Background: an optimization exercise with open tools, aiming at small area and a short achievable clock period. Do not read the settings as production practice.
The RTL was checked by simulation tests, not by an equivalence proof against the original design.
Power figures rest on the tool's default switching activity, not on a simulated workload.

== build 5 ==
Design alu_top, start of the top module:
module alu_top (
    input  logic                       clk,
    input  logic                       reset,
    input  logic                       enable,
    input  logic [2+4-1:0] op,
    input  logic [32-1:0]      opA,
    input  logic [32-1:0]      opB,
    input  logic                       cIn,
    output logic [32-1:0]      result,
    output logic [6-1:0] flags,
    output logic                       outValid
);
Size in the first run: roughly 1800 cells after synthesis, about 110 I/O pins.
Settings: LEC_CHECK=0, ABC_AREA=1, CAP_MARGIN=20, CORE_MARGIN=2, CORE_UTILIZATION=40, GPL_TIMING_DRIVEN=0, SETUP_SLACK_MARGIN=4.5, SLEW_MARGIN=20; clock period 10.5 ns.
standard.sh (not shown) runs the stock make flow with config.mk's settings and CLKGATE_MAP_FILE= SYNTH_SCRIPT=/design/flow/synth_recipe.tcl, a recipe that flattens the netlist after the stock synthesis.
==> flow/flow/run.sh <==
#!/bin/bash
# The standard layout, with two changes: no full/half adder cells
# (ADDER_MAP_FILE left empty, so ABC maps the adder logic itself), and plain
# buffers (instead of the slow delay-cell default) buffer the ports.
set -euo pipefail
export BUFFER_PORTS_ARGS="-buffer_cell sky130_fd_sc_hd__buf_2"
bash standard.sh ADDER_MAP_FILE= finish > standard_flow.log 2>&1
Input changes introduced in build 97 (baseline for comparison: build 5):
Settings: GPL_TIMING_DRIVEN removed (was 0).
==> flow/flow/run.sh <==
#!/bin/bash
# The standard layout, with three changes: no full/half adder cells
# (ADDER_MAP_FILE left empty, so ABC maps the adder logic itself), plain
# buffers (instead of the slow delay-cell default) buffer the ports, and after
# timing repair the resizer downsizes gates on paths with the most slack.
set -euo pipefail
export BUFFER_PORTS_ARGS="-buffer_cell sky130_fd_sc_hd__buf_2"
export RECOVER_POWER=50
bash standard.sh ADDER_MAP_FILE= finish > standard_flow.log 2>&1
## What came out
Build 97 ran in full, but the layout does not pass; the checks complain about max-capacitance violations, max-slew violations.
Summary of build 97 over build 5: fraction of met3 tracks used by global routing now sits lower; total number of vias -2.6%; fmax up about 2.6%; final setup slack of the worst path climbed 0.15 ns.
diff inputs: build 97 => build 82
Settings: swapping 40 for 55 in CORE_UTILIZATION.
==> flow/flow/run.sh <==
#!/bin/bash
# The standard layout, with two changes: no full/half adder cells
# (ADDER_MAP_FILE left empty, so ABC maps the adder logic itself), and plain
# buffers (instead of the slow delay-cell default) buffer the ports.
set -euo pipefail
export BUFFER_PORTS_ARGS="-buffer_cell sky130_fd_sc_hd__buf_2"
bash standard.sh ADDER_MAP_FILE= finish > standard_flow.log 2>&1
==> comparison <==
- The sole clean run among build 97 and build 82 is build 82.
- Build 97: flow complete, layout not clean; failing: max-capacitance violations, max-slew violations
- Per the comparison of build 82 with build 97, smallest hold slack did not really move, clock-buffer cell count went down, final cell count went down, width of the chip went down, critical path depth went down.
- From build 97 to build 82 the numbers moved as follows: total vias in the final route up 204, minimum clock period saw an increase.
> inputs changed (build 82 -> build 74)
Settings: TNS_END_PERCENT newly set to 50; CORE_UTILIZATION changed from 55 to 40.
[summary]
[build 74 vs build 82] total cell area at the placement stage: higher in build 74. Worst max-slew margin expressed relative to the limit, build 74 and build 82, lower one = build 82. Summary of the comparison: global-route usage is lower in build 74, relative to build 82. From build 82 to build 74 the numbers moved as follows: setup slack went up by 0.10 ns, average detailed-routed wire length per instance was more or less identical, area of all placed cells without fillers went up by 60 µm². Taking build 82 as the reference, in build 74 non-clock buffer count has decreased; horizontal die dimension higher; initial antenna violation count fell by 2; sequential fraction of total cell area now sits at about the same level. | post-synthesis share of cell area spent on and, or, nand and nor gates | build 82 vs build 74 | ≈ equal |.
The inputs of build 54 differ from those of build 74 as listed below.
Settings: removing TNS_END_PERCENT (formerly 50).
==> flow/flow/run.sh <==
#!/bin/bash
# The standard layout, with three changes: no full/half adder cells
# (ADDER_MAP_FILE left empty, so ABC maps the adder logic itself), plain
# buffers (instead of the slow delay-cell default) buffer the ports, and the
# resizer may swap a cell for one of another footprint.
set -euo pipefail
export BUFFER_PORTS_ARGS="-buffer_cell sky130_fd_sc_hd__buf_2"
bash standard.sh ADDER_MAP_FILE= MATCH_CELL_FOOTPRINT=0 finish > standard_flow.log 2>&1
[summary]
Clock group share of total power delta (build 54 -> build 74): insignificant
Per the comparison of build 54 with build 74, total length of routed wires has increased; total met2 wirelength after detailed routing has increased; shortest period the worst path allows has increased; cell depth of the worst min-delay path has remained practically unchanged.
For met1 wire length, build 74 and build 54 come out practically identical.
The minimum hold slack was comparable across build 54 and build 74.
Via count was lower in the run labelled build 74.
When build 54 is measured against build 74, its worst setup slack turns out 0.057 ns lower.
Build 54 against build 74; critical path depth is down by a few percent.
On max-cap violation count, build 74 tracks build 54 almost exactly.
Changes in build 8 relative to build 54:
Settings: SETUP_SLACK_MARGIN now 4.7, was 4.5.
==> flow/flow/run.sh <==
#!/bin/bash
# The standard layout, with two changes: no full/half adder cells
# (ADDER_MAP_FILE left empty, so ABC maps the adder logic itself), and plain
# buffers (instead of the slow delay-cell default) buffer the ports.
set -euo pipefail
export BUFFER_PORTS_ARGS="-buffer_cell sky130_fd_sc_hd__buf_2"
bash standard.sh ADDER_MAP_FILE= finish > standard_flow.log 2>&1
[summary]
Largest fanout of any net on the critical path for build 8: 23 down relative to build 54
Average vias per placed instance of build 8 exceeds that of build 54 slightly.
Comparing multi-input gate share of total cell area for build 54 and build 8, the bigger number came from build 54.
Taking build 8 as 1.0, build 54 lands at 0.890 on non-clock buffer instance count of the final layout.
Build 54 has a higher worst stage delay on the critical path than build 8.
Build 8 vs. build 54: cell area after placement shows no meaningful change; final critical delay including setup and external delays decreased by 0.18 ns relative to the old numbers; final critical-path share of the clock period lost 1.7 points; cell area grew by 360 µm².

========
alu_top, a different RTL version from the one above (not shown whole).
For scale: about 1,900 cells after synthesis, roughly 36 flip-flops, about 10,000 µm² of cells after synthesis.
export LEC_CHECK = 0
export ABC_AREA = 1
export CAP_MARGIN = 20
export CORE_MARGIN = 2
export CORE_UTILIZATION = 40
export SETUP_SLACK_MARGIN = 5
export SLEW_MARGIN = 20
create_clock -name core_clock -period 10.5 [get_ports {clk}]
==> flow/flow/run.sh <==
#!/bin/bash
# The standard layout, with plain buffers (instead of the slow delay-cell
# default) as the input and output port buffers.
set -euo pipefail
export BUFFER_PORTS_ARGS="-buffer_cell sky130_fd_sc_hd__buf_2"
bash standard.sh finish > standard_flow.log 2>&1
The first run finished clean.
Change:
- SETUP_SLACK_MARGIN: 5 -> unset
Area after synthesis does not change.
Final cell count went down by 4.2%.
Count of clock-buffer cells in the layout went down by 1.
Fmax went down by 23%.
Die area does not change.
Change:
- SETUP_SLACK_MARGIN: unset -> 4
Non-clock buffer count climbs by 38.
Sequential share of layout area came out lower by 0.46 points.
Cell count is higher slightly.
Clock power is higher by about a fifth.
Synthesized area does not change.
Register-to-register slack is worse by 0.02 ns.
Die area is unchanged.
Wire length grows by a few percent.
Flip-flop and latch count is unchanged.
Cell area came out higher by a little under a tenth.
Total power climbs by roughly a tenth.

========
alu_top with an RTL version that a note above also has.
Size in the first run: roughly 1800 cells after synthesis, about 36 flip-flops, roughly 0.0097 mm2 of cells after synthesis.
==> flow/design.v (excerpt) <==
module alu_top (
    input  logic                       clk,
    input  logic                       reset,
    input  logic                       enable,
    input  logic [2+4-1:0] op,
    input  logic [32-1:0]      opA,
    input  logic [32-1:0]      opB,
    input  logic                       cIn,
    output logic [32-1:0]      result,
    output logic [6-1:0] flags,
    output logic                       outValid
);
    logic [1:0] unit;
    logic [3:0] fn;
    assign unit = op[5:4];
    assign fn   = op[3:0];
    logic isArith, isLogic, isBits;
    assign isArith = (unit == 2'b01) && (fn < 4'd12);
    assign isLogic = (unit == 2'b10) && (fn < 4'd10);
    assign isBits  = (unit == 2'b11) && (fn < 4'd10);
    logic        useB, invY, invX, addC, selP, selG;
    logic [31:0] x, y, p, g, sum;
    logic        cout;
    assign useB = unit[1] ? ~(fn[3] & fn[0]) : (fn[3] | ~(fn[2] ^ fn[1]));
    assign invY = unit[1] ? (fn[3] | fn[2] | (fn[1] & fn[0]))
                          : (fn[3] | (fn[2] & fn[1]) | (~fn[2] & fn[0]));
    assign invX = unit[1] ? (~fn[3] & (fn[2] ? (~fn[1] & ~fn[0]) : (fn[1] & fn[0])))
                          : (~fn[3] & fn[2] & ~fn[1]);
    assign addC = fn[3] | fn[2] | (fn[1] ? ~fn[0] : (cIn ^ fn[0]));
    assign selP = isLogic & (fn != 4'd0) & (fn != 4'd4) & (fn != 4'd6);
    assign selG = isLogic & ((fn == 4'd0) | (fn == 4'd1) | (fn == 4'd3) | (fn == 4'd4)
                           | (fn == 4'd6) | (fn == 4'd7));
    assign x = opA ^ {32{invX}};
    assign y = (opB & {32{useB}}) ^ {32{invY}};
    assign p = x ^ y;
    assign g = x & y;
    logic [31:0] G, P;
    always_comb begin
        G = g;
        P = p;
        G[0] = g[0] | (p[0] & addC);
        for (int l = 0; l < 5; l++) begin
            for (int i = 0; i < 32; i++) begin
                if ((i % (2 << l)) == (2 << l) - 1) begin
                    G[i] = G[i] | (P[i] & G[i - (1 << l)]);
                    P[i] = P[i] & P[i - (1 << l)];
                end
            end
        end
        for (int l = 3; l >= 0; l--) begin
            for (int i = 0; i < 32; i++) begin
  ...
==> flow/config.mk <==
export PLATFORM = sky130hd
export DESIGN_NAME = alu_top
export DESIGN_NICKNAME = alu_top
export VERILOG_FILES = /design/flow/design.v
export SDC_FILE = /design/flow/constraint.sdc
export NUM_CORES = 4
export LEC_CHECK = 0
export ABC_AREA = 1
export CAP_MARGIN = 20
export CORE_MARGIN = 2
export CORE_UTILIZATION = 40
export SETUP_SLACK_MARGIN = 4.5
export SLEW_MARGIN = 20
==> flow/constraint.sdc <==
create_clock -name core_clock -period 10.5 [get_ports {clk}]
set_input_delay 2.1000 -clock core_clock [delete_from_list [all_inputs] [get_ports {clk}]]
set_output_delay 2.1000 -clock core_clock [all_outputs]
set_load 0.01 [all_outputs]
==> flow/flow/run.sh <==
#!/bin/bash
# The standard layout, with three changes: no full/half adder cells
# (ADDER_MAP_FILE left empty, so ABC maps the adder logic itself), plain
# buffers (instead of the slow delay-cell default) buffer the ports, and after
# timing repair the resizer downsizes gates on paths with the most slack.
set -euo pipefail
export BUFFER_PORTS_ARGS="-buffer_cell sky130_fd_sc_hd__buf_2"
export RECOVER_POWER=20
bash standard.sh ADDER_MAP_FILE= finish > standard_flow.log 2>&1
Rerun with:
==> flow/flow/run.sh (replaced) <==
#!/bin/bash
# The standard layout, with two changes: no full/half adder cells
# (ADDER_MAP_FILE left empty, so ABC maps the adder logic itself), and plain
# buffers (instead of the slow delay-cell default) buffer the ports.
set -euo pipefail
export BUFFER_PORTS_ARGS="-buffer_cell sky130_fd_sc_hd__buf_1"
bash standard.sh ADDER_MAP_FILE= finish > standard_flow.log 2>&1
- CORE_UTILIZATION: 40 -> 50
The changed run produced a clean layout. First-iteration DRC count goes down by a little under a tenth. Core utilization goes up by 11 points. Critical path depth is unchanged.
Rerun with:
--- a/flow/flow/run.sh
+++ b/flow/flow/run.sh
@@ -4,4 +4,4 @@
 # buffers (instead of the slow delay-cell default) buffer the ports.
 set -euo pipefail
-export BUFFER_PORTS_ARGS="-buffer_cell sky130_fd_sc_hd__buf_1"
+export BUFFER_PORTS_ARGS="-buffer_cell sky130_fd_sc_hd__buf_2"
 bash standard.sh ADDER_MAP_FILE= finish > standard_flow.log 2>&1
- CORE_UTILIZATION: 50 -> 40
Result: The new run finished clean. Via count is lower by 2.8%. Area after synthesis does not change. Setup slack is better by 0.085 ns. Fmax rises by 1.5%. Routed wire length goes down by 1.1%. Sequential cell count is unchanged. Sequential share of layout area is about the same. Global-route usage falls by 8.1 points.

==> separate check: timing with driven ports <==
The results above use ideal ports. As a check the final layouts listed here were re-extracted and re-timed, cells and wires unchanged.
Step 1, drivers: a clkbuf_16 drives clk and a buf_2 each remaining input, both assumed.
Step 2 adds t to the input delays and takes it off the output delays; t is the mean of the earliest and latest rising clock arrival at the registers after step 1. Input paths then give back, and output paths get back, about the clock's delay inside the block.
Three values: ideal, step 1, step 2; two values: the first two.
run	t, ns	setup slack, ns	hold slack, ns	cell pins on the clock port's net
build 5	0.320	4.613 / 4.625 / 4.305	2.045 / 2.030 / 2.350	1
build 97	0.335	4.761 / 4.777 / 4.442	2.035 / 2.016 / 2.351	1
build 82	0.325	4.649 / 4.668 / 4.343	2.035 / 2.020 / 2.345	1
build 74	0.333	4.754 / 4.773 / 4.440	2.036 / 2.017 / 2.350	1
build 54	0.333	4.697 / 4.712 / 4.379	2.034 / 2.015 / 2.348	1
build 8	0.335	4.880 / 4.895 / 4.560	2.038 / 2.019 / 2.354	1
the first run of note 2	0.323	4.145 / 4.120 / 3.797	0.463 / 0.463 / 0.463	1
the second run of note 2	0.312	2.199 / 2.205 / 1.892	0.460 / 0.460 / 0.460	1
the third run of note 2	0.325	4.071 / 4.048 / 3.723	0.478 / 0.478 / 0.478	1
the first run of note 3	0.333	4.752 / 4.771 / 4.438	2.036 / 2.017 / 2.350	1
the second run of note 3	0.324	4.668 / 4.687 / 4.363	2.047 / 2.029 / 2.353	1
the third run of note 3	0.333	4.754 / 4.773 / 4.440	2.036 / 2.017 / 2.350	1
